From an optimization exercise on the open Yosys and OpenROAD flow, aimed at small area, a short achievable clock period and few clock cycles; shortcuts taken in it are not production practice.
RTL that was checked went through simulation tests only; none was proved equivalent to the original.
No activity file was given, so power comes from the tool's default toggle rates.

run B:
==> module ppcrp_queue, before the edit <==
module ppcrp_queue (
	input  logic            clk,
	input  logic            arst_n,
	input  logic            push,
	output logic            full,
	input  ppcrp_pkg::cmd_t wdata,
	input  logic [31:0]     tnext,
	input  logic            room,
	input  logic            pop,
	output logic            empty,
	output ppcrp_pkg::cmd_t head,
	output logic [3:0]      vword,
	output logic            vany,
	output logic            noroom,
	output logic            normal,
	output logic            wr,
	output logic            ven_pop
);
	logic            valid_q;
	logic [3:0]      v_q;       
	logic            vany_q;    
	logic            nor_q;     
	logic            norm_q;    
	logic            wr_q;      
	ppcrp_pkg::cmd_t cmd_q;
	logic            last_pop;
	logic            accept;
	logic            ven_load;
	logic            fix_q;
	logic [31:0]     mask;
	logic [63:0]     f1;
	logic [31:0]     f;
	logic [31:0]     fixed;
	assign empty    = !valid_q;
	assign last_pop = valid_q && !vany_q && pop;
	assign ven_pop  = valid_q && vany_q && pop;
	assign full     = valid_q && !last_pop;
	assign accept   = push && !full;
	assign head     = cmd_q;
	assign vword    = v_q;
	assign vany     = vany_q;
	assign noroom   = nor_q;
	assign normal   = norm_q;
	assign wr       = wr_q;
	assign ven_load = wdata.far && room;
	always_comb begin
		mask  = cmd_q.is14 ? ppcrp_pkg::MASK14 : ppcrp_pkg::MASK24;
		f1    = ppcrp_pkg::csa(tnext, {6'd0, cmd_q.add},
		                       cmd_q.rel ? ~cmd_q.addr : 32'd0, cmd_q.rel);
		f     = ppcrp_pkg::sk_add(f1[63:32], f1[31:0], 1'b0);
		fixed = (cmd_q.data & ~mask) | (f & mask);
	end
	always_ff @(posedge clk or negedge arst_n) begin
		if (!arst_n) begin
			valid_q <= 1'b0;
			v_q     <= 4'd0;
			vany_q  <= 1'b0;
			nor_q   <= 1'b0;
			norm_q  <= 1'b0;
			wr_q    <= 1'b0;
			fix_q   <= 1'b0;
		end else begin
			fix_q <= accept && ven_load;
			if (accept) begin
				valid_q <= 1'b1;
				v_q     <= {3'd0, ven_load};
				vany_q  <= ven_load;
				nor_q   <= wdata.far && !room;
				norm_q  <= !wdata.far;
				wr_q    <= !wdata.far && (wdata.size != ppcrp_pkg::SZ_NONE);
			end else if (last_pop) begin
				valid_q <= 1'b0;
			end else if (ven_pop) begin
				v_q    <= {v_q[2:0], 1'b0};
				if (v_q[3]) begin
					vany_q <= 1'b0;
					norm_q <= 1'b1;
					wr_q   <= 1'b1;
				end
			end
		end
	end
	always_ff @(posedge clk) begin
		if (accept) begin
			cmd_q <= wdata;
		end
		if (accept || fix_q) begin
			cmd_q.data <= fix_q ? fixed : wdata.data;
		end
	end
endmodule
export LEC_CHECK = 0
export ABC_AREA = 1
export CAP_MARGIN = 20
export CORE_MARGIN = 2
export CORE_UTILIZATION = 40
export SETUP_SLACK_MARGIN = 2.8
export SLEW_MARGIN = 20
create_clock -name core_clock -period 6.0 [get_ports {clk}]
standard.sh (not shown) runs the stock make flow with config.mk's settings and CLKGATE_MAP_FILE= SYNTH_SCRIPT=/design/flow/synth_recipe.tcl, a recipe that flattens the netlist after the stock synthesis.
==> flow/flow/run.sh <==
#!/bin/bash
# Standard layout with smaller port buffers. Each ORFS step keeps its own
# log under orfs/logs; make's output goes to flow.log.
set -o pipefail
bash standard.sh \
	BUFFER_PORTS_ARGS="-buffer_cell sky130_fd_sc_hd__buf_2" \
	finish > flow.log 2>&1
What run Z does differently from run B at the input level:
-- flow/design.v --
<<< run B, line 287
	logic            accept;
	logic            ven_load;
	logic            fix_q;
	logic [31:0]     mask;
	logic [63:0]     f1;
	logic [31:0]     f;
	logic [31:0]     fixed;
>>> run Z, line 287
	logic            accept;
	logic            ven_load;
	logic            fix1_q;
	logic            fix2_q;
	logic [31:0]     fx;
	logic [31:0]     mask;
	logic [31:0]     f;
	logic [31:0]     fixed;
<<< run B, line 306
	always_comb begin
		mask  = cmd_q.is14 ? ppcrp_pkg::MASK14 : ppcrp_pkg::MASK24;
		f1    = ppcrp_pkg::csa(tnext, {6'd0, cmd_q.add},
		                       cmd_q.rel ? ~cmd_q.addr : 32'd0, cmd_q.rel);
		f     = ppcrp_pkg::sk_add(f1[63:32], f1[31:0], 1'b0);
		fixed = (cmd_q.data & ~mask) | (f & mask);
	end
>>> run Z, line 307
	always_comb begin
		mask  = cmd_q.is14 ? ppcrp_pkg::MASK14 : ppcrp_pkg::MASK24;
		fx    = fix1_q ? tnext : (cmd_q.rel ? ~cmd_q.addr : 32'd0);
		f     = ppcrp_pkg::sk_add(fx, {6'd0, cmd_q.add}, !fix1_q && cmd_q.rel);
		fixed = (cmd_q.data & ~mask) | (f & mask);
	end
<<< run B, line 319
			norm_q  <= 1'b0;
			wr_q    <= 1'b0;
			fix_q   <= 1'b0;
		end else begin
			fix_q <= accept && ven_load;
			if (accept) begin
				valid_q <= 1'b1;
>>> run Z, line 319
			norm_q  <= 1'b0;
			wr_q    <= 1'b0;
			fix1_q  <= 1'b0;
			fix2_q  <= 1'b0;
		end else begin
			fix1_q <= accept && ven_load;
			fix2_q <= fix1_q;
			if (accept) begin
				valid_q <= 1'b1;
<<< run B, line 345
			cmd_q <= wdata;
		end
		if (accept || fix_q) begin
			cmd_q.data <= fix_q ? fixed : wdata.data;
		end
	end
>>> run Z, line 347
			cmd_q <= wdata;
		end
		if (accept || fix1_q) begin
			cmd_q.add <= fix1_q ? f[25:0] : wdata.add;
		end
		if (accept || fix2_q) begin
			cmd_q.data <= fix2_q ? fixed : wdata.data;
		end
	end
[summary]
Run Z against run B: sequential power shrank by about 19%; clock buffer and inverter area fraction after layout now sits higher; worst setup slack after layout went down 0.062 ns; depth of the worst register-to-register path now sits higher; die area has decreased.
NOTE: delay of the slowest critical-path stage in run Z exceeds that of run B
Non-clock buffer count for run Z: about 0.8% up relative to run B
Floorplan row count, run Z and run B: higher on run B
No run of this note included a check of the RTL's function; only the layout flow was run.

---

ppc_relocation_patcher_top, a different RTL version from the one above (not shown whole).
For scale: about 340 flip-flops, about 280 I/O pins, about 0.024 mm² of cells after synthesis.
==> module ppc_relocation_patcher_top, before the edit <==
module ppc_relocation_patcher_top (
	input  logic            clk,
	input  logic            arst_n,
	input  logic            push,
	output logic            full,
	input  logic [168:0]    req,
	output logic            empty,
	input  logic            pop,
	output logic [69:0]     res,
	input  logic            cfg_valid,
	output logic            cfg_ready,
	input  logic [1:0]      cfg_index,
	input  logic [31:0]     cfg_data
);
	ppcrp_pkg::req_t  req_w;
	ppcrp_pkg::res_t  res_w;
	logic [15:0]      small_base_q;   
	logic [31:0]      tramp_end_q;
	logic [31:0]      tnext_q;
	logic             cfg_wr;
	logic             ven_pop;
	logic             room_q;
	logic [33:0]      tspace;
	logic             s_valid;
	logic             s_take;
	logic             c_full;
	ppcrp_pkg::slot_t slot;
	ppcrp_pkg::cmd_t  cmd_d;
	ppcrp_pkg::cmd_t  cmd_q;
	logic             ven_q;
	logic [1:0]       step_q;
	assign req_w     = req;
	assign res       = res_w;
	assign cfg_ready = 1'b1;
	assign cfg_wr    = cfg_valid && cfg_ready;
	assign s_take    = s_valid && !c_full;
	always_ff @(posedge clk or negedge arst_n) begin
		if (!arst_n) begin
			small_base_q <= 16'd0;
			tramp_end_q  <= 32'd0;
		end else if (cfg_wr) begin
			case (cfg_index)
				ppcrp_pkg::CFG_SMALL_BASE: small_base_q <= cfg_data[15:0];
				ppcrp_pkg::CFG_TRAMP_END:  tramp_end_q  <= cfg_data;
				default: ;
			endcase
		end
	end
	always_ff @(posedge clk or negedge arst_n) begin
		if (!arst_n) begin
			tnext_q <= 32'd0;
		end else if (cfg_wr && (cfg_index == ppcrp_pkg::CFG_TRAMP_START)) begin
			tnext_q <= cfg_data;
		end else if (ven_pop) begin
			tnext_q <= tnext_q + 32'd4;
		end
	end
	assign tspace = {2'b00, tramp_end_q} - {2'b00, tnext_q};
	always_ff @(posedge clk or negedge arst_n) begin
		if (!arst_n) begin
			room_q <= 1'b0;
		end else begin
			room_q <= ven_pop ? ($signed(tspace) >= 34'sd20) : ($signed(tspace) >= 34'sd16);
		end
	end
	ppcrp_front u_front (
		.clk    (clk),
		.arst_n (arst_n),
		.push   (push),
		.full   (full),
		.req    (req_w),
		.take   (s_take),
		.valid  (s_valid),
		.slot   (slot)
	);
	ppcrp_classify u_classify (
		.slot       (slot),
		.small_base (small_base_q),
		.room       (room_q),
		.cmd        (cmd_d)
	);
	ppcrp_queue u_queue (
		.clk     (clk),
		.arst_n  (arst_n),
		.push    (s_valid),
		.full    (c_full),
		.wdata   (cmd_d),
		.tnext   (tnext_q),
		.pop     (pop),
		.empty   (empty),
		.head    (cmd_q),
		.ven     (ven_q),
		.step    (step_q),
		.ven_pop (ven_pop)
	);
	ppcrp_back u_back (
		.cmd   (cmd_q),
		.ven   (ven_q),
		.step  (step_q),
		.tnext (tnext_q),
		.res   (res_w)
	);
endmodule
export LEC_CHECK = 0
export CAP_MARGIN = 20
export CORE_MARGIN = 2
export CORE_UTILIZATION = 40
export SETUP_SLACK_MARGIN = 2.5
export SLEW_MARGIN = 20
create_clock -name core_clock -period 6.0 [get_ports {clk}]
Scripts as last shown in full above: flow/flow/run.sh
==> next run, changes <==
--- a/flow/design.v
+++ b/flow/design.v
@@ -428,5 +428,5 @@
 			room_q <= 1'b0;
 		end else begin
-			room_q <= ven_pop ? ($signed(tspace) >= 34'sd20) : ($signed(tspace) >= 34'sd16);
+			room_q <= !tspace[33] && (tspace[32:0] >= (ven_pop ? 33'd20 : 33'd16));
 		end
 	end
Total power goes down by 2.8%.
Core utilization goes up by 0.35 points.
Hold slack gets better by 0.0040 ns.
Synthesized area goes down by 0.93%.
Combinational power goes down by about 3%.
Via count hardly moves.
Cell count goes up by 0.35%.
Maximum frequency goes down by 7.6%.
Register-to-register slack gets worse by 0.29 ns.
Non-clock buffer count goes up by 23.
First-iteration DRC count goes up by 5.1%.
Wire length goes down by 1.2%.
Critical path depth goes up by 1.
Testbench counts after the change, summed over its fixed seeds: cycles 24,672.
For the first run of this note, only the layout was checked, not whether the RTL still works.

---

Setup of nickel:
Another version of the RTL of ppc_relocation_patcher_top (not shown whole).
Size: ~310 flip-flops, about 280 I/O pins, roughly 23000 sq um of cells after synthesis.
==> module ppcrp_classify, before the edit <==
module ppcrp_classify (
	input  ppcrp_pkg::slot_t slot,
	input  logic [15:0]      small_base,
	input  logic             room,
	output ppcrp_pkg::cmd_t  cmd
);
	logic        far;
	logic        far_rel;
	logic        far_abs;
	logic [31:0] d;
	logic [31:0] nb;
	logic [31:0] x;
	logic [31:0] o;
	logic [31:0] n;
	logic [32:0] dc;
	logic [31:0] add;
	logic [15:0] hw;
	logic [15:0] sda;
	logic [15:0] ha;
	logic [31:0] mask;
	logic [31:0] oldw;
	logic [31:0] keep;
	logic [31:0] near_data;
	logic [31:0] far_data;
	logic [31:0] other_data;
	logic        c15;
	logic        c25;
	logic        z14;
	logic        o14;
	logic        z24;
	logic        o24;
	logic        in14;
	logic        in24;
	always_comb begin
		nb   = ~slot.p;
		dc   = ppcrp_pkg::sk_carry(slot.sa, nb, 1'b1);
		d    = slot.sa ^ nb ^ dc[31:0];
		x    = slot.sa ^ nb;
		o    = slot.sa | nb;
		n    = slot.sa & nb;
		c15  = dc[15];
		c25  = dc[25];
		z14  = &(x[31:16] ~^ o[30:15]);
		o14  = &(x[31:16] ^ n[30:15]);
		z24  = &(x[31:26] ~^ o[30:25]);
		o24  = &(x[31:26] ^ n[30:25]);
		in14 = (x[15] ^ c15) ? o14 : z14;
		in24 = (x[25] ^ c25) ? o24 : z24;
		far_rel = slot.is14 ? !in14 : !in24;
		far_abs = slot.is14 ? (|slot.sa[31:16]) : (|slot.sa[31:26]);
		far     = slot.rel ? far_rel : far_abs;
		add  = {6'd0, slot.add};
		sda  = slot.sa[15:0] - small_base;
		ha   = slot.sa[31:16] + {15'd0, slot.sa[15]};
		mask = slot.is14 ? ppcrp_pkg::MASK14 : ppcrp_pkg::MASK24;
		oldw = {slot.old[17:2], 14'd0, slot.old[1:0]};
		keep = oldw & ~mask;
		case (slot.hsel)
			2'd0:    hw = slot.sa[15:0];
			2'd1:    hw = slot.sa[31:16];
			2'd2:    hw = ha;
			default: hw = sda;
		endcase
		near_data = keep | ((slot.rel ? d : slot.sa) & mask);
		far_data  = keep | (add & mask);
		if (slot.a32) begin
			other_data = slot.sa;
		end else if (slot.r32) begin
			other_data = d;
		end else if (slot.half) begin
			other_data = {16'd0, hw};
		end else begin
			other_data = near_data;
		end
		cmd.far    = 1'b0;
		cmd.rel    = slot.rel;
		cmd.is14   = slot.is14;
		cmd.addlo  = slot.add[1:0];
		cmd.status = ppcrp_pkg::ST_OK;
		cmd.size   = ppcrp_pkg::SZ_NONE;
		cmd.addr   = slot.p;
		cmd.target = slot.sa;
		cmd.data   = (slot.br && far) ? far_data : other_data;
		if (!(slot.a32 || slot.r32 || slot.half || slot.br || slot.none)) begin
			cmd.status = ppcrp_pkg::ST_UNSUP;
		end else if (slot.sizing) begin
			if (slot.br) begin
				cmd.status = slot.base0 ? ppcrp_pkg::ST_CACHE
				           : far ? ppcrp_pkg::ST_ADD : ppcrp_pkg::ST_OK;
			end
		end else if (slot.a32 || slot.r32 || (slot.br && !far)) begin
			cmd.size = ppcrp_pkg::SZ_WORD;
		end else if (slot.half) begin
			cmd.size = ppcrp_pkg::SZ_HALF;
		end else if (slot.br) begin
			if (room) begin
				cmd.far  = 1'b1;
				cmd.size = ppcrp_pkg::SZ_WORD;
			end else begin
				cmd.status = ppcrp_pkg::ST_NOROOM;
			end
		end
	end
endmodule
==> module ppcrp_queue, before the edit <==
module ppcrp_queue (
	input  logic            clk,
	input  logic            arst_n,
	input  logic            push,
	output logic            full,
	input  ppcrp_pkg::cmd_t wdata,
	input  logic [31:0]     tnext,
	input  logic            pop,
	output logic            empty,
	output ppcrp_pkg::cmd_t head,
	output logic            ven,
	output logic [1:0]      step,
	output logic            ven_pop
);
	logic            valid_q;
	logic            ven_q;
	logic [1:0]      step_q;
	ppcrp_pkg::cmd_t cmd_q;
	logic            last_pop;
	logic            accept;
	logic            fix_q;
	logic [31:0]     mask;
	logic [63:0]     f1;
	logic [31:0]     f;
	logic [31:0]     fixed;
	assign empty    = !valid_q;
	assign last_pop = valid_q && !ven_q && pop;
	assign ven_pop  = valid_q && ven_q && pop;
	assign full     = valid_q && !last_pop;
	assign accept   = push && !full;
	assign head     = cmd_q;
	assign ven      = ven_q;
	assign step     = step_q;
	always_comb begin
		mask  = cmd_q.is14 ? ppcrp_pkg::MASK14 : ppcrp_pkg::MASK24;
		f1    = ppcrp_pkg::csa(tnext, {cmd_q.data[31:2], cmd_q.addlo},
		                       cmd_q.rel ? ~cmd_q.addr : 32'd0, cmd_q.rel);
		f     = ppcrp_pkg::sk_add(f1[63:32], f1[31:0], 1'b0);
		fixed = (cmd_q.data & ~mask) | (f & mask);
	end
	always_ff @(posedge clk or negedge arst_n) begin
		if (!arst_n) begin
			fix_q <= 1'b0;
		end else begin
			fix_q <= accept && wdata.far;
		end
	end
	always_ff @(posedge clk or negedge arst_n) begin
		if (!arst_n) begin
			valid_q <= 1'b0;
			ven_q   <= 1'b0;
			step_q  <= 2'd0;
		end else if (accept) begin
			valid_q <= 1'b1;
			ven_q   <= wdata.far;
			step_q  <= 2'd0;
		end else if (last_pop) begin
			valid_q <= 1'b0;
		end else if (ven_pop) begin
			step_q <= step_q + 2'd1;
			if (step_q == 2'd3) begin
				ven_q <= 1'b0;
			end
		end
	end
	always_ff @(posedge clk) begin
		if (accept) begin
			cmd_q <= wdata;
		end else if (fix_q) begin
			cmd_q.data <= fixed;
		end
	end
endmodule
==> flow/config.mk <==
export PLATFORM = sky130hd
export DESIGN_NAME = ppc_relocation_patcher_top
export DESIGN_NICKNAME = ppc_relocation_patcher_top
export VERILOG_FILES = /design/flow/design.v
export SDC_FILE = /design/flow/constraint.sdc
export NUM_CORES = 4
export LEC_CHECK = 0
export CAP_MARGIN = 20
export CORE_MARGIN = 2
export CORE_UTILIZATION = 40
export SETUP_SLACK_MARGIN = 3.0
export SLEW_MARGIN = 20
==> flow/constraint.sdc <==
create_clock -name core_clock -period 6.0 [get_ports {clk}]
set_input_delay 1.2000 -clock core_clock [delete_from_list [all_inputs] [get_ports {clk}]]
set_output_delay 1.2000 -clock core_clock [all_outputs]
set_load 0.01 [all_outputs]
Scripts as last shown in full above: flow/flow/run.sh
Setup changes, nickel to indigo
--- a/flow/design.v
+++ b/flow/design.v
@@ -34,9 +34,9 @@
 	typedef struct packed {
 		logic        far;      
 		logic        rel;      
 		logic        is14;     
-		logic [1:0]  addlo;    
+		logic [25:0] add;      
 		logic [2:0]  status;
 		logic [1:0]  size;
 		logic [31:0] addr;     
 		logic [31:0] data;     
@@ -177,17 +177,15 @@
 	logic [31:0] x;
 	logic [31:0] o;
 	logic [31:0] n;
 	logic [32:0] dc;
-	logic [31:0] add;
 	logic [15:0] hw;
 	logic [15:0] sda;
 	logic [15:0] ha;
 	logic [31:0] mask;
 	logic [31:0] oldw;
 	logic [31:0] keep;
 	logic [31:0] near_data;
-	logic [31:0] far_data;
 	logic [31:0] other_data;
 	logic        c15;
 	logic        c25;
 	logic        z14;
@@ -213,9 +211,8 @@
 		in24 = (x[25] ^ c25) ? o24 : z24;
 		far_rel = slot.is14 ? !in14 : !in24;
 		far_abs = slot.is14 ? (|slot.sa[31:16]) : (|slot.sa[31:26]);
 		far     = slot.rel ? far_rel : far_abs;
-		add  = {6'd0, slot.add};
 		sda  = slot.sa[15:0] - small_base;
 		ha   = slot.sa[31:16] + {15'd0, slot.sa[15]};
 		mask = slot.is14 ? ppcrp_pkg::MASK14 : ppcrp_pkg::MASK24;
 		oldw = {slot.old[17:2], 14'd0, slot.old[1:0]};
@@ -226,9 +223,8 @@
 			2'd2:    hw = ha;
 			default: hw = sda;
 		endcase
 		near_data = keep | ((slot.rel ? d : slot.sa) & mask);
-		far_data  = keep | (add & mask);
 		if (slot.a32) begin
 			other_data = slot.sa;
 		end else if (slot.r32) begin
 			other_data = d;
@@ -239,14 +235,14 @@
 		end
 		cmd.far    = 1'b0;
 		cmd.rel    = slot.rel;
 		cmd.is14   = slot.is14;
-		cmd.addlo  = slot.add[1:0];
+		cmd.add    = slot.add;
 		cmd.status = ppcrp_pkg::ST_OK;
 		cmd.size   = ppcrp_pkg::SZ_NONE;
 		cmd.addr   = slot.p;
 		cmd.target = slot.sa;
-		cmd.data   = (slot.br && far) ? far_data : other_data;
+		cmd.data   = other_data;
 		if (!(slot.a32 || slot.r32 || slot.half || slot.br || slot.none)) begin
 			cmd.status = ppcrp_pkg::ST_UNSUP;
 		end else if (slot.sizing) begin
 			if (slot.br) begin
@@ -301,9 +297,9 @@
 	assign ven      = ven_q;
 	assign step     = step_q;
 	always_comb begin
 		mask  = cmd_q.is14 ? ppcrp_pkg::MASK14 : ppcrp_pkg::MASK24;
-		f1    = ppcrp_pkg::csa(tnext, {cmd_q.data[31:2], cmd_q.addlo},
+		f1    = ppcrp_pkg::csa(tnext, {6'd0, cmd_q.add},
 		                       cmd_q.rel ? ~cmd_q.addr : 32'd0, cmd_q.rel);
 		f     = ppcrp_pkg::sk_add(f1[63:32], f1[31:0], 1'b0);
 		fixed = (cmd_q.data & ~mask) | (f & mask);
 	end
Notes after the runs:
Taking nickel as the reference, in indigo tapcell count went up by about 1.2%; global-route met1 utilization went down by 0.30 points; utilization after layout went up by 3.3 points; overall power after layout went up by 0.0011 W; wire length went up by 6.9%. indigo vs nickel: clock network power share up. Cmp indigo and nickel / relative area change from synthesis to final layout / lower: nickel. Number of global-route vias before repair sits higher in indigo than in nickel. The lower critical path depth came out of indigo. Going from nickel to indigo, setup slack grew by 0.38 ns; register-to-register slack grew by 0.38 ns. Of indigo and nickel, nickel shows the lower global-route met3 utilization, with indigo above it. u_queue.cmd_q[128] as the timing startpoint of the critical path was reported by indigo, and u_front.slot[44] by nickel. Per the comparison of indigo with nickel, highest clock rate went up; initial DRC count has decreased.
Function was not checked in any run of this note: the RTL went through the layout flow alone.

## afterwards: timing with drivers on the ports
The results above use ideal ports. As a check the final layouts listed here were re-extracted and re-timed, cells and wires unchanged.
Step 1: set_driving_cell puts a clkbuf_16 on clk and a buf_2 on each other input, an assumption about the parent block.
Step 2, shift: input delay + t, output delay - t, t = (earliest + latest rising clock arrival at the registers) / 2. This alone moves slack from input paths to output paths.
Three values: ideal, step 1, step 2; two values: the first two.
run | shift t [ns] | setup slack, ns | hold WS [ns] | worst register clock-pin slew, ns | worst slew at a driven data input, ns
run B | 0.621 | 2.734 / 2.734 / 2.290 | 0.413 / 0.413 / 0.413 | 0.07 / 0.07 | 0.04
run Z | 0.644 | 2.672 / 2.672 / 2.282 | 0.474 / 0.474 / 0.474 | 0.07 / 0.07 | 0.05
the first run of note 2 | 0.614 | 2.462 / 2.462 / 2.017 | 0.417 / 0.417 / 0.417 | 0.07 / 0.07 | 0.05
the second run of note 2 | 0.610 | 2.171 / 2.171 / 2.049 | 0.421 / 0.421 / 0.421 | 0.06 / 0.06 | 0.07
nickel | 0.613 | 2.012 / 2.012 / 1.933 | 0.419 / 0.419 / 0.419 | 0.07 / 0.07 | 0.07
indigo | 0.623 | 2.392 / 2.392 / 1.964 | 0.418 / 0.418 / 0.418 | 0.06 / 0.06 | 0.05
After both steps setup and hold are still met in every run listed. The setup slack of the first run of note 2, which loses most, moves by 0.000 ns with the drivers and by -0.445 ns with both steps.
